What follows belongs to an exercise in optimizing a design on an open flow for small area, a short achievable clock period and few clock cycles per item; a production flow would make more cautious choices. Only simulation tests tie the RTL to the original design; equivalence was not proved. No activity file was given, so power comes from the tool's default toggle rates.

<file path="design/flow/design.v">
module ring_stats_collector #(
    parameter int NUM_NODES            = 8,
    parameter int CNT_W                = 64,
    parameter int NUM_PACKETS_PER_NODE = 20,
    parameter int TIMEOUT_CYCLES       = 65535
) (
    input  logic                       clk,
    input  logic                       rst_n,
    input  logic                       start,
    input  logic [NUM_NODES*CNT_W-1:0] sent_flat,
    input  logic [NUM_NODES*CNT_W-1:0] recv_flat,
    input  logic [NUM_NODES*CNT_W-1:0] lat_flat,
    output logic                       busy,
    output logic                       done,
    output logic                       timeout,
    output logic [CNT_W-1:0]           sum_sent,
    output logic [CNT_W-1:0]           sum_recv,
    output logic [CNT_W-1:0]           sum_lat,
    output logic [CNT_W-1:0]           avg_lat,
    output logic [CNT_W-1:0]           drop_cnt
    ,
    output logic [CNT_W-1:0]           min_recv,
    output logic [$clog2(NUM_NODES)-1:0] min_recv_node
);
    localparam int IDX_W = $clog2(NUM_NODES);
    localparam logic [CNT_W-1:0] EXPECTED = CNT_W'(NUM_NODES * NUM_PACKETS_PER_NODE);
    localparam int FD_W = 8;
    localparam int FQ_W = 9;
    localparam int TMR_W = 16;  
    function automatic logic [2*CNT_W-1:0] csa(input logic [CNT_W-1:0] a, b, c);
        logic [CNT_W-1:0] s, cy;
        s  = a ^ b ^ c;
        cy = (a & b) | (a & c) | (b & c);
        csa = {cy[CNT_W-2:0], 1'b0, s};
    endfunction
    function automatic logic [CNT_W:0] add_bk(input logic [CNT_W-1:0] a, b, input logic cin);
        logic [CNT_W-1:0] p, g, gg, pp, mk;
        p  = a ^ b;
        g  = a & b;
        gg = {g[CNT_W-1:1], g[0] | (p[0] & cin)};
        pp = p;
        for (int l = 1; l < CNT_W; l = l * 2) begin
            for (int i = 0; i < CNT_W; i++) mk[i] = (i % (2*l)) == (2*l - 1);
            gg = gg | (mk & pp & (gg << l));
            pp = pp & (~mk | (pp << l));
        end
        for (int l = CNT_W / 4; l >= 1; l = l / 2) begin
            for (int i = 0; i < CNT_W; i++) mk[i] = (i >= 3*l - 1) && ((i % (2*l)) == (l - 1));
            gg = gg | (mk & pp & (gg << l));
            pp = pp & (~mk | (pp << l));
        end
        add_bk = {gg[CNT_W-1], p ^ {gg[CNT_W-2:0], cin}};
    endfunction
    function automatic logic [FD_W+3:0] sub_ks(input logic [FD_W+2:0] a, b);
        logic [FD_W+2:0] p, g, pp, gg;
        p  = a ^ ~b;
        g  = a & ~b;
        gg = {g[FD_W+2:1], g[0] | p[0]};
        pp = p;
        for (int l = 1; l < FD_W + 3; l = l * 2) begin
            gg = gg | (pp & (gg << l));
            pp = pp & (pp << l);
        end
        sub_ks = {gg[FD_W+2], p ^ {gg[FD_W+1:0], 1'b1}};
    endfunction
    function automatic logic lt_tree(input logic [CNT_W-1:0] a, b);
        logic [CNT_W-1:0] l, g, l0;
        l = ~a & b;
        g = a & ~b;
        for (int w = 1; w < CNT_W; w = w * 2) begin
            l0 = l;
            l  = (l >> w) | (~(g >> w) & l);
            g  = (g >> w) | (~(l0 >> w) & g);
        end
        lt_tree = l[0];
    endfunction
    function automatic logic [CNT_W-1:0] sum8(input logic [NUM_NODES*CNT_W-1:0] v);
        logic [CNT_W-1:0] s1, c1, s2, c2, s3, c3, s4, c4, s5, c5, s6, c6;
        {c1, s1} = csa(v[0*CNT_W +: CNT_W], v[1*CNT_W +: CNT_W], v[2*CNT_W +: CNT_W]);
        {c2, s2} = csa(v[3*CNT_W +: CNT_W], v[4*CNT_W +: CNT_W], v[5*CNT_W +: CNT_W]);
        {c3, s3} = csa(s1, c1, s2);
        {c4, s4} = csa(c2, v[6*CNT_W +: CNT_W], v[7*CNT_W +: CNT_W]);
        {c5, s5} = csa(s3, c3, s4);
        {c6, s6} = csa(s5, c5, c4);
        sum8 = s6 + c6;
    endfunction
    logic                       sel_sent;
    logic [NUM_NODES*CNT_W-1:0] sl_flat;
    logic [CNT_W-1:0]           in_recv, in_sl;
    assign sl_flat = sel_sent ? sent_flat : lat_flat;
    assign in_recv = sum8(recv_flat);
    assign in_sl   = sum8(sl_flat);
    logic             mb;             
    logic [CNT_W-1:0] rv [NUM_NODES];
    logic [3:0]       l1_c, l1_r;     
    logic [CNT_W-1:0] a0, b0, a2, b2, w1, w3;
    logic [CNT_W-1:0] m2 [2];
    logic [CNT_W-1:0] in_min;
    logic [IDX_W-1:0] in_min_idx;
    always_comb begin
        for (int i = 0; i < NUM_NODES; i++) rv[i] = recv_flat[i*CNT_W +: CNT_W];
        w1 = l1_r[1] ? rv[3] : rv[2];
        w3 = l1_r[3] ? rv[7] : rv[6];
        a0 = (mb && l1_r[0]) ? rv[1] : rv[0];
        a2 = (mb && l1_r[2]) ? rv[5] : rv[4];
        b0 = mb ? w1 : rv[1];
        b2 = mb ? w3 : rv[5];
        l1_c[0] = lt_tree(b0, a0);
        l1_c[1] = lt_tree(rv[3], rv[2]);
        l1_c[2] = lt_tree(b2, a2);
        l1_c[3] = lt_tree(rv[7], rv[6]);
        m2[0] = l1_c[0] ? b0 : a0;
        m2[1] = l1_c[2] ? b2 : a2;
        if (lt_tree(m2[1], m2[0])) begin
            in_min     = m2[1];
            in_min_idx = {1'b1, l1_c[2], l1_c[2] ? l1_r[3] : l1_r[2]};
        end else begin
            in_min     = m2[0];
            in_min_idx = {1'b0, l1_c[0], l1_c[0] ? l1_r[1] : l1_r[0]};
        end
    end
    logic             fs;         
    logic             fromw;      
    logic             wt;         
    logic             sdiv;       
    logic             sel_r;      
    logic [5:0]       cnt;
    logic [TMR_W-1:0] timer;
    logic             rem_top;    
    logic             accept, complete, expired, decide, cap;
    assign accept   = start && !busy;
    assign complete = (sum_recv >= EXPECTED);
    assign expired  = &timer;
    assign decide   = fs && (complete || fromw);
    assign cap      = accept || wt;
    assign mb       = fs;
    localparam int MW = FD_W + 3;
    logic [MW-1:0] in_m3, in_m5, in_m7, m3, m5, m7;
    logic [MW-1:1] m3_r;
    logic [MW-1:2] m5_r, m7_r;
    assign in_m3 = MW'(in_recv[FD_W-1:0]) + {in_recv[FD_W-1:0], 1'b0};
    assign in_m5 = MW'(in_recv[FD_W-1:0]) + {in_recv[FD_W-1:0], 2'b0};
    assign in_m7 = {in_recv[FD_W-1:0], 3'b0} - MW'(in_recv[FD_W-1:0]);
    assign m3 = {m3_r, sum_recv[0]};
    assign m5 = {m5_r, sum_recv[1:0]};
    assign m7 = {m7_r, m3_r[1], sum_recv[0]};
    logic [CNT_W-1:0] fq;
    logic             fast;
    always_comb begin
        logic [FD_W+FQ_W+1:0] r;
        logic [MW-1:0]        t, s, m [8], df [8];
        logic [8:0]           c;      
        logic [7:0]           oh;
        logic [FD_W-1:0]      d;
        logic                 dz;
        d  = sum_recv[FD_W-1:0];
        dz = (d == '0);
        m[0] = '0;
        m[1] = MW'(d);
        m[2] = MW'({d, 1'b0});
        m[3] = m3;
        m[4] = MW'({d, 2'b0});
        m[5] = m5;
        m[6] = {m3[MW-2:0], 1'b0};
        m[7] = m7;
        r  = {2'b0, sum_lat[FD_W+FQ_W-1:0]};
        fq = '0;
        for (int j = FQ_W - 3; j >= 0; j -= 3) begin
            t = r[j +: MW];
            for (int k = 0; k < 8; k++) {c[k], df[k]} = sub_ks(t, m[k]);
            c[0] = 1'b1;
            c[8] = 1'b0;
            for (int k = 0; k < 8; k++) oh[k] = c[k] && !c[k+1];
            s = '0;
            for (int k = 0; k < 8; k++) s = s | ({MW{oh[k]}} & df[k]);
            fq[j+2] = c[4];
            fq[j+1] = (c[2] && !c[4]) || c[6];
            fq[j]   = oh[1] || oh[3] || oh[5] || oh[7];
            r[j +: MW] = s;
        end
        if (dz) fq = '0;
        fast = (sum_recv[CNT_W-1:FD_W] == '0) &&
               (dz || ((sum_lat[CNT_W-1:FD_W+FQ_W] == '0) &&
                       (sum_lat[FD_W+FQ_W-1:FQ_W] < d)));
    end
    logic             add_ge, q_bit, last;
    logic [CNT_W-1:0] add_diff, rem_new;
    assign {add_ge, add_diff} = add_bk(sum_sent, ~sum_recv, 1'b1);
    assign drop_cnt = add_ge ? add_diff : '0;
    assign q_bit    = rem_top || add_ge;
    assign rem_new  = q_bit ? add_diff : sum_sent;
    assign last     = (cnt == 6'd63);
    assign sel_sent = sel_r;
    always_ff @(posedge clk or negedge rst_n) begin
        if (!rst_n) begin
            busy  <= 1'b0;
            done  <= 1'b0;
            fs    <= 1'b0;
            fromw <= 1'b0;
            wt    <= 1'b0;
            sdiv  <= 1'b0;
            sel_r <= 1'b0;
        end else begin
            sel_r <= 1'b0;
            if (accept) begin
                busy  <= 1'b1;
                done  <= 1'b0;
                fs    <= 1'b1;
                fromw <= 1'b0;
                sel_r <= 1'b1;
            end else if (fs) begin
                fs <= 1'b0;
                if (!decide) begin
                    wt <= 1'b1;
                end else if (fast) begin
                    busy <= 1'b0;
                    done <= 1'b1;
                end else begin
                    sdiv <= 1'b1;
                end
            end else if (wt) begin
                if (complete || expired) begin
                    wt    <= 1'b0;
                    fs    <= 1'b1;
                    fromw <= 1'b1;
                    sel_r <= 1'b1;
                end
            end else if (sdiv) begin
                if (cnt == 6'd62) sel_r <= 1'b1;
                if (last) begin
                    sdiv <= 1'b0;
                    busy <= 1'b0;
                    done <= 1'b1;
                end
            end
        end
    end
    always_ff @(posedge clk) begin
        l1_r  <= l1_c;
        m3_r  <= in_m3[MW-1:1];
        m5_r  <= in_m5[MW-1:2];
        m7_r  <= in_m7[MW-1:2];
        timer   <= busy ? timer + 1'b1 : '0;
        cnt     <= sdiv ? cnt + 1'b1 : '0;
        rem_top <= sdiv ? rem_new[CNT_W-1] : 1'b0;
        if (cap) begin
            sum_recv      <= in_recv;
            sum_lat       <= in_sl;
        end
        if ((decide && fast) || (sdiv && last)) begin
            sum_sent      <= in_sl;
        end else if (decide) begin
            sum_sent      <= {{(CNT_W-1){1'b0}}, sum_lat[CNT_W-1]};
        end else if (sdiv) begin
            sum_sent      <= {rem_new[CNT_W-2:0], avg_lat[CNT_W-2]};
        end
        if (fs) begin
            min_recv      <= in_min;
            min_recv_node <= in_min_idx;
            timeout       <= !complete;
        end
        if (decide) begin
            avg_lat <= fast ? fq : sum_lat;
        end else if (sdiv) begin
            avg_lat <= {avg_lat[CNT_W-2:0], q_bit};
        end
    end
endmodule
</file>
<file path="design/flow/flow/run.sh">
#!/bin/bash
# Layout flow: the standard ORFS flow (standard.sh) with two knobs changed:
#  - synthesis without Yosys's early "abc -fast" pass (SYNTH_ARGS=-noabc), so extract_fa sees
#    the carry-save adders in their written polarity and maps them to full adders without
#    inverters between them; the later ABC mapping and all register handling are unchanged;
#  - port buffers are sky130_fd_sc_hd__buf_1 instead of the delay buffer buffer_ports picks.
# The whole make output goes to flow_make.log here; ORFS keeps each step's log in orfs/logs.
set -euo pipefail
bash standard.sh \
  SYNTH_ARGS=-noabc \
  "BUFFER_PORTS_ARGS=-buffer_cell sky130_fd_sc_hd__buf_1" \
  finish > flow_make.log 2>&1
</file>
<file path="design/flow/standard.sh">
#!/bin/bash
# synth_recipe.tcl (not shown) runs the flow's synth.tcl, then flattens the netlist and writes it again
# the make line also repeats each setting of config.mk as NAME=value (left out here)
make -C /OpenROAD-flow-scripts/flow DESIGN_CONFIG=/design/flow/config.mk WORK_HOME=/design/flow/orfs CLKGATE_MAP_FILE= SYNTH_SCRIPT=/design/flow/synth_recipe.tcl "${@:-finish}"
</file>
<file path="design/flow/config.mk">
export PLATFORM = sky130hd
export DESIGN_NAME = ring_stats_collector
export DESIGN_NICKNAME = ring_stats_collector
export VERILOG_FILES = /design/flow/design.v
export SDC_FILE = /design/flow/constraint.sdc
export NUM_CORES = 4
export LEC_CHECK = 0
export ABC_AREA = 1
export CAP_MARGIN = 20
export CORE_AREA = 10 10 660 660
export DIE_AREA = 0 0 670 670
export PLACE_DENSITY = 0.75
export SETUP_SLACK_MARGIN = 2
export SLEW_MARGIN = 20
</file>
<file path="design/flow/constraint.sdc">
create_clock -name core_clock -period 9.0 [get_ports {clk}]
set_input_delay 1.8000 -clock core_clock [delete_from_list [all_inputs] [get_ports {clk}]]
set_output_delay 1.8000 -clock core_clock [all_outputs]
set_load 0.01 [all_outputs]
</file>
==> results of run 1 <==
[report_power, final]
group | switching [mW] | internal (mW)
registers | 0.312 | 3.13
logic | 19.6 | 11.1
clock network | 1.10 | 1.45
[stage by stage]
step / power [mW] / utilization, %
final: 36.7 / 21.4
after global routing: 39.3 / 21.3
after CTS: 34.6 / 20.8
after detailed placement: 30.1 / 19.5
after global placement: 29.7 / 19.5
after floorplan: 19.2 / -
[final cells by class]
class / count / area, µm²
antenna: 194 / 485
clock buffer: 66 / 1520
clock inverter: 42 / 492
fill: 47100 / 330000
inverter: 969 / 3710
multi-input combinational: 6943 / 53800
sequential: 385 / 11000
tap: 5640 / 7060
timing repair buffer: 2374 / 12000
[timing repair]
item / 4_1_cts / 5_1_grt
endpoints found under the setup margin: 245 / 203
buffers inserted: 167 / 84
resized for setup: 504 / 306
gates cloned: 6 / 4
pin swaps: 105 / 172
[cells in the final DEF (no fill, tap or decap), drive strengths merged, types with 6 or more instances in the layout]
cell / count
xnor2: 84
nor3: 36
a31oi: 86
diode: 194
and3: 9
bufinv: 8
o21a: 56
o22ai: 15
inv: 969
a221oi: 12
buf: 2356
clkinvlp: 8
a21o: 21
edfxtp: 324
a211oi: 15
o221ai: 12
o21bai: 28
o21ai: 454
fa: 788
nand3: 466
ha: 411
nand4: 47
mux2: 506
clkbuf: 81
mux2i: 6
xor2: 155
a21boi: 34
dfxtp: 54
o2111ai: 7
nand3b: 26
nor4: 30
o31ai: 20
dfrtp: 7
clkinv: 26
nand2: 2466
a21oi: 446
o211ai: 68
nor2: 565
or2: 56
[metal layers]
| layer | share of wire [%] | routed length, µm | vias up |
|---|---|---|---|
| li1 | - | - | 32800 |
| met1 | 39 | 241000 | 38000 |
| met4 | 5.6 | 34700 | 170 |
| met5 | 0.18 | 1130 | - |
| met3 | 12 | 72800 | 1380 |
| met2 | 44 | 270000 | 5202 |
[registers in the layout, indices dropped and copies added (netlist names)]
signal and count:
min_recv_node 3, sel_r 1, fs 1, timeout 1
done 1, sum_lat 64, min_recv 64, m3_r 9
m7_r 9, fromw 1, m5_r 9, rem_top 1
sdiv 1, sum_recv 64, l1_r 4, sum_sent 64
timer 16, busy 1, wt 1, avg_lat 64
cnt 6
[logic make-up (layout without fill, tap and decap cells)]
group	count (synthesis)	after routing	synth area share, %
simple gates	3707	3708	22.5
compound gates	1285	1285	11.0
buf+inv	1223	3451	7.19
fa+ha+maj	1199	1199	31.3
mux	512	512	8.60
flops	385	385	16.4
xor+xnor	239	239	3.13
other cells	0	194	0
[worst paths after layout]
kind	endpoint	slack, ns	cells after the start	startpoint
worst max-delay path	drop_cnt[59]	1.74	27	sum_recv[0]
worst min-delay path	timer[0]	0.46	1	timer[0]
worst max register to register	avg_lat[6]	1.80	53	sum_recv[0]
worst min register to register	timer[0]	0.46	1	timer[0]
max in group asynchronous	fs	7.69	1	rst_n
min in group asynchronous	sel_r	0.96	1	rst_n
==> impl_metrics.toml, run 1 <==
[yosys]
synthTopCellsByArea = "fa_1, edfxtp_1, nand2_1, mux2_2, ha_1"
netlist_instances = 8550
syn_nets = 11300
yosysWarnings = 5
synth_top_area_share_pct = 23.6
synth-seq-cells = 385
ys_types = 57
ys.flop_type = "edfxtp_1"
synth_edf_count = 324
yosys-top-cells-count = "nand2_1, inv_1, fa_1, nor2_1, mux2_2"
async_flop_share_pct = 1.82
syn_area_per_cell_um2 = 7.83
syn_area_um2 = 66900
yosysTopAreaCell = "fa_1"
synth_most_common_cell = "nand2_1"
ys_seq_area_share_pct = 16.4

[floorplanning]
io_pins = 1929
dieArea_um2 = 449000
fp.dieH_um = 670
start_util_pct = 15.9
rows = 238
fp.dieW_um = 670
design.core.area_um2 = 420000

[layout]
final_cells = 16600
final_area_um2 = 90000
syn_to_final_growth_pct = 34.5
finalNetCount = 13500
drive_above_1_share_pct = 15.1

[cts]
clk_latency_ns = 0.76
clockRootBuffer = "clkbuf_16"
path_clk_slew_ns = 0.07
clockBufferDepth = 3
htree_levels = 2
clock_sinks = 385
cts_tree = "yes"
numCtsBuffers = 57
holdBufCountCts = 0

[drt]
dr.pass1.iters = 6
vias = 77600
viasPerCell = 4.67
wl_per_cell_um = 37.3
drc = 0
ant_nets = 0
drt_iter0_drc = 9070
totalWireLength_um = 620000

[global_routing]
grt_pass1_wl_um = 771000
grt_overflow = 0
grt_busiest_layer = "met2"
grtUsageMet2_pct = 41.0
grt_pass1_vias = 72400
grt_max_degree = 147
use_met3_pct = 9.49
use_met1_pct = 32.2
grt_antenna_before_repair = 497
track_usage_pct = 26.1

[setup_path]
path_common_cell = "buf_6"
slowest_delay_ns = 0.48
cp_slowest_cell = "edfxtp_1"
cp_data_arrival_time_ns = 5.46
setup.worst_path.end_class = "output port"
critPathKind = "register to output port"
crit_family = "compound AO/OA/AOI/OAI gates"
critPathBufInv = 8
cp-start-kind = "register"
critPathRequiredTime_ns = 7.20
cp_max_fo = 3

[sta]
drv_slew = 0
fin_tns_setup_ns = 0
hold_viol = 0
maxSlewHeadroom_pct = 26.6
rsz0062_at_grt = "true"
fmax_mhz = 138
whs_ns = 0.457
worst_slew_pin_slew_ns = 1.09
layout_min_cycle_time_ns = 7.26
setup_ws_ns = 1.74
finalSetupViolCount = 0
period_share_pct = 80.7
fin_skew_ns = 0.0690

[power_and_ir_drop]
ir_drop_mv = 0.546
power_density_nw_per_um2 = 408
power.leakage_nw = 37.8

[placement]
dp.cells = 16100
finalWeightedCongestion = 1.07
dp_hpwl_um = 556000
io_buffers = 1928
dp_worst_setup_slack_ns = 0.0347
postPlaceCellArea_um2 = 82200

[min_path]
hold_path.class = "register to register"

[outcome]
status = "complete, no violations"

[flow_run]
drv_cap = 0
Testbench counts, summed over its fixed seeds: cycles 768, items 384.
==> inputs of run 2 (changes only) <==
--- a/design/flow/config.mk
+++ b/design/flow/config.mk
@@ -10,5 +10,4 @@
 export CORE_AREA = 10 10 660 660
 export DIE_AREA = 0 0 670 670
-export PLACE_DENSITY = 0.75
-export SETUP_SLACK_MARGIN = 2
+export SETUP_SLACK_MARGIN = 3
 export SLEW_MARGIN = 20
==> impl_metrics.toml, run 2 <==
[sta]
drv_slew = 0
fin_tns_setup_ns = 0
fmax_mhz = 139
hold_viol = 0
layout_min_cycle_time_ns = 7.18
rsz0062_at_grt = "true"
worst_slew_pin_slew_ns = 1.30
period_share_pct = 79.8
maxSlewHeadroom_pct = 13.0
finalSetupViolCount = 0
fin_skew_ns = 0.0751

[global_routing]
use_met3_pct = 9.23
grt_pass1_wl_um = 758000
track_usage_pct = 25.5
grt_busiest_layer = "met2"
grt_pass1_vias = 71700
grtUsageMet2_pct = 40.8
grt_max_degree = 174
grt_overflow = 0
use_met1_pct = 31.7
grt_antenna_before_repair = 450

[setup_path]
cp_slowest_cell = "edfxtp_1"
setup.worst_path.end_class = "register"
cp-startpoint = "sum_lat[7]"
worstReg2RegStart = "sum_lat[7]"
critPathBufInv = 39
slowest_delay_ns = 0.48
cp-start-kind = "register"
timing.reg2reg.setup_slack_ns = 1.82
critPathKind = "register to register"
cp_max_fo = 5
r2r_end = "avg_lat[6]"
crit_family = "buffers and inverters"
path_common_cell = "buf_4"
reg2regPathDepth = 51
cp.depth = 51
cp-endpoint = "avg_lat[6]"
cp_data_arrival_time_ns = 7.69
critPathRequiredTime_ns = 9.51

[yosys]
synth_most_common_cell = "nand2_1"
syn_area_per_cell_um2 = 7.83
yosysTopAreaCell = "fa_1"
synthTopCellsByArea = "fa_1, edfxtp_1, nand2_1, mux2_2, ha_1"
ys_seq_area_share_pct = 16.4
synth_edf_count = 324
syn_nets = 11300
yosysWarnings = 5
synth-seq-cells = 385
ys_types = 57
netlist_instances = 8550
async_flop_share_pct = 1.82
synth_top_area_share_pct = 23.6
yosys-top-cells-count = "nand2_1, inv_1, fa_1, nor2_1, mux2_2"
ys.flop_type = "edfxtp_1"
syn_area_um2 = 66900

[power_and_ir_drop]
power_density_nw_per_um2 = 434
ir_drop_mv = 0.332
power.internal_mw = 17.8
power.leakage_nw = 38.8
total_power_mw = 40.1
switching_share_pct = 55.6
pwr-share-seq_pct = 8.7
power.share.combinational_pct = 84.4
pwr-share-clk_pct = 6.9
switchingPower_mw = 22.3

[layout]
multi_input_comb_area_um2 = 54900
most-common-layout-cells = "nand2_1, buf_1, inv_1"
drive_above_1_share_pct = 17.0
layout_commonest_cell = "nand2_1"
final_cells = 16600
finalNetCount = 13500
final_area_um2 = 92400
syn_to_final_growth_pct = 38.0
n_fill_cell = 47100
ff_latch_area_um2 = 11000

[floorplanning]
io_pins = 1929
fp.dieW_um = 670
dieArea_um2 = 449000
start_util_pct = 15.9
rows = 238
fp.dieH_um = 670
design.core.area_um2 = 420000

[drt]
viasPerCell = 4.60
wl_per_cell_um = 36.7
drt_iter0_drc = 7865
ant_nets = 2
vias = 76600
dr.pass1.iters = 7
drc = 0
totalWireLength_um = 611000

[flow_run]
drv_cap = 0

[cts]
holdBufCountCts = 0
clockBufferDepth = 3
clock_sinks = 385
cts_tree = "yes"
numCtsBuffers = 60
clockRootBuffer = "clkbuf_16"
clk_latency_ns = 0.77
path_clk_slew_ns = 0.06
htree_levels = 2

[placement]
dp.cells = 16000
dp_hpwl_um = 541000
postPlaceCellArea_um2 = 82400
io_buffers = 1928
finalWeightedCongestion = 1.06

[outcome]
check-failures = "antenna rules"
status = "finished with violations"

[min_path]
hold_path.class = "register to register"
==> run 2: changes by cell type in the layout (fill, tap and decap cells not counted), moves of 26 or more <==
cell     previous run  this run
o21ai_0           311       284
buf_4             369       343
xor2_1            146       120
nand2_1          2415      2379
buf_1            1840      1800
==> run 2: logic make-up (layout without fill, tap and decap cells) <==
group,count (synthesis),after routing,synth area share (%)
flops,385,385,16.4
other cells,0,172,0
xor+xnor,239,239,3.13
buf+inv,1223,3499,7.19
compound gates,1285,1285,11.0
simple gates,3707,3709,22.5
fa+ha+maj,1199,1199,31.3
mux,512,512,8.60
==> run 2: how the worst min path moves through the flow <==
stage              from  slack [ns]  endpoint  depth (start not counted)
6_report       timer[0]        0.45  timer[0]                          1
5_1_grt        timer[0]        0.46  timer[0]                          1
4_1_cts        timer[0]        0.45  timer[0]                          1
3_5_place_dp   timer[0]        0.44  timer[0]                          1
3_3_place_gp   timer[0]        0.43  timer[0]                          1
2_1_floorplan  timer[0]        0.42  timer[0]                          1
==> run 2: final cells by class <==
| type | instances | area share [%] |
|---|---|---|
| multi-input cells | 6944 | 59.4 |
| repair buffers | 2415 | 14.2 |
| flip-flops and latches | 385 | 11.9 |
| well taps | 5640 | 7.64 |
| inverters | 969 | 4.03 |
| clock buffers | 69 | 1.70 |
| clock inverters | 45 | 0.668 |
| diodes | 172 | 0.466 |
| repair inverters | 1 | 0.0325 |
==> run 2: timing repair <==
item	CTS	global route
pin swaps	121	214
endpoints found under the setup margin	285	283
resized for setup	422	616
setup buffers	151	159
gates cloned	11	15
==> run 2: power groups by stage <==
stage | registers, mW | clock network [mW] | logic (mW)
floorplan | 3.36 | 0 | 16.5
global placement | 3.52 | 0 | 26.8
detailed placement | 3.51 | 0 | 27.0
CTS | 3.48 | 2.84 | 28.5
global route | 3.50 | 2.88 | 36.3
finish | 3.48 | 2.77 | 33.9
==> run 2: per-stage QoR <==
stage,setup slack (ns),hold WS (ns),util [%]
finish,1.82,0.452,22.0
global placement,0.597,0.433,19.6
CTS,1.62,0.453,20.9
global route,1.49,0.459,21.9
detailed placement,0.635,0.438,19.6
floorplan,2.15,0.418,-
==> run 2: worst reg2reg max path, delay by kind of cell (launching register included) <==
kind / cells / cell delay [ns]
compound gates: 5 / 0.81
flops: 1 / 0.48
buf+inv: 39 / 4.86
simple gates: 6 / 0.49
fa+ha+maj: 1 / 0.27
==> run 2: layer usage <==
layer / routed length (µm) / up-vias
met1: 242000 / 37700
met2: 270000 / 4595
met3: 70100 / 1192
met5: 1020 / -
met4: 28200 / 158
li1: - / 32900

==> static timing again, ports no longer ideal <==
In the flow no input, the clock included, has a driving cell. The finished layouts below were timed again as built, in two steps.
Step 1, drivers: a clkbuf_16 drives clk and a buf_2 each remaining input, both assumed.
Step 2 moves the port delays by t, midway between the first and last clock arrival at a register: inputs arrive t later, outputs are due t later. That takes back most of the time a late clock gives input paths.
a / b / c = no drivers / after step 1 / after step 2; a / b = the first two.
| run | shift t [ns] | setup slack, ns | clock arrival spread, ns | cell pins on the clock port's net |
|---|---|---|---|---|
| run 1 | 0.806 | 1.735 / 1.649 / 1.225 | 0.070 / 0.069 | 1 |
| run 2 | 0.803 | 1.820 / 1.820 / 1.225 | 0.076 / 0.076 | 1 |
The setup slack of run 2, which loses most, moves by 0.000 ns with the drivers and by -0.595 ns with both steps.
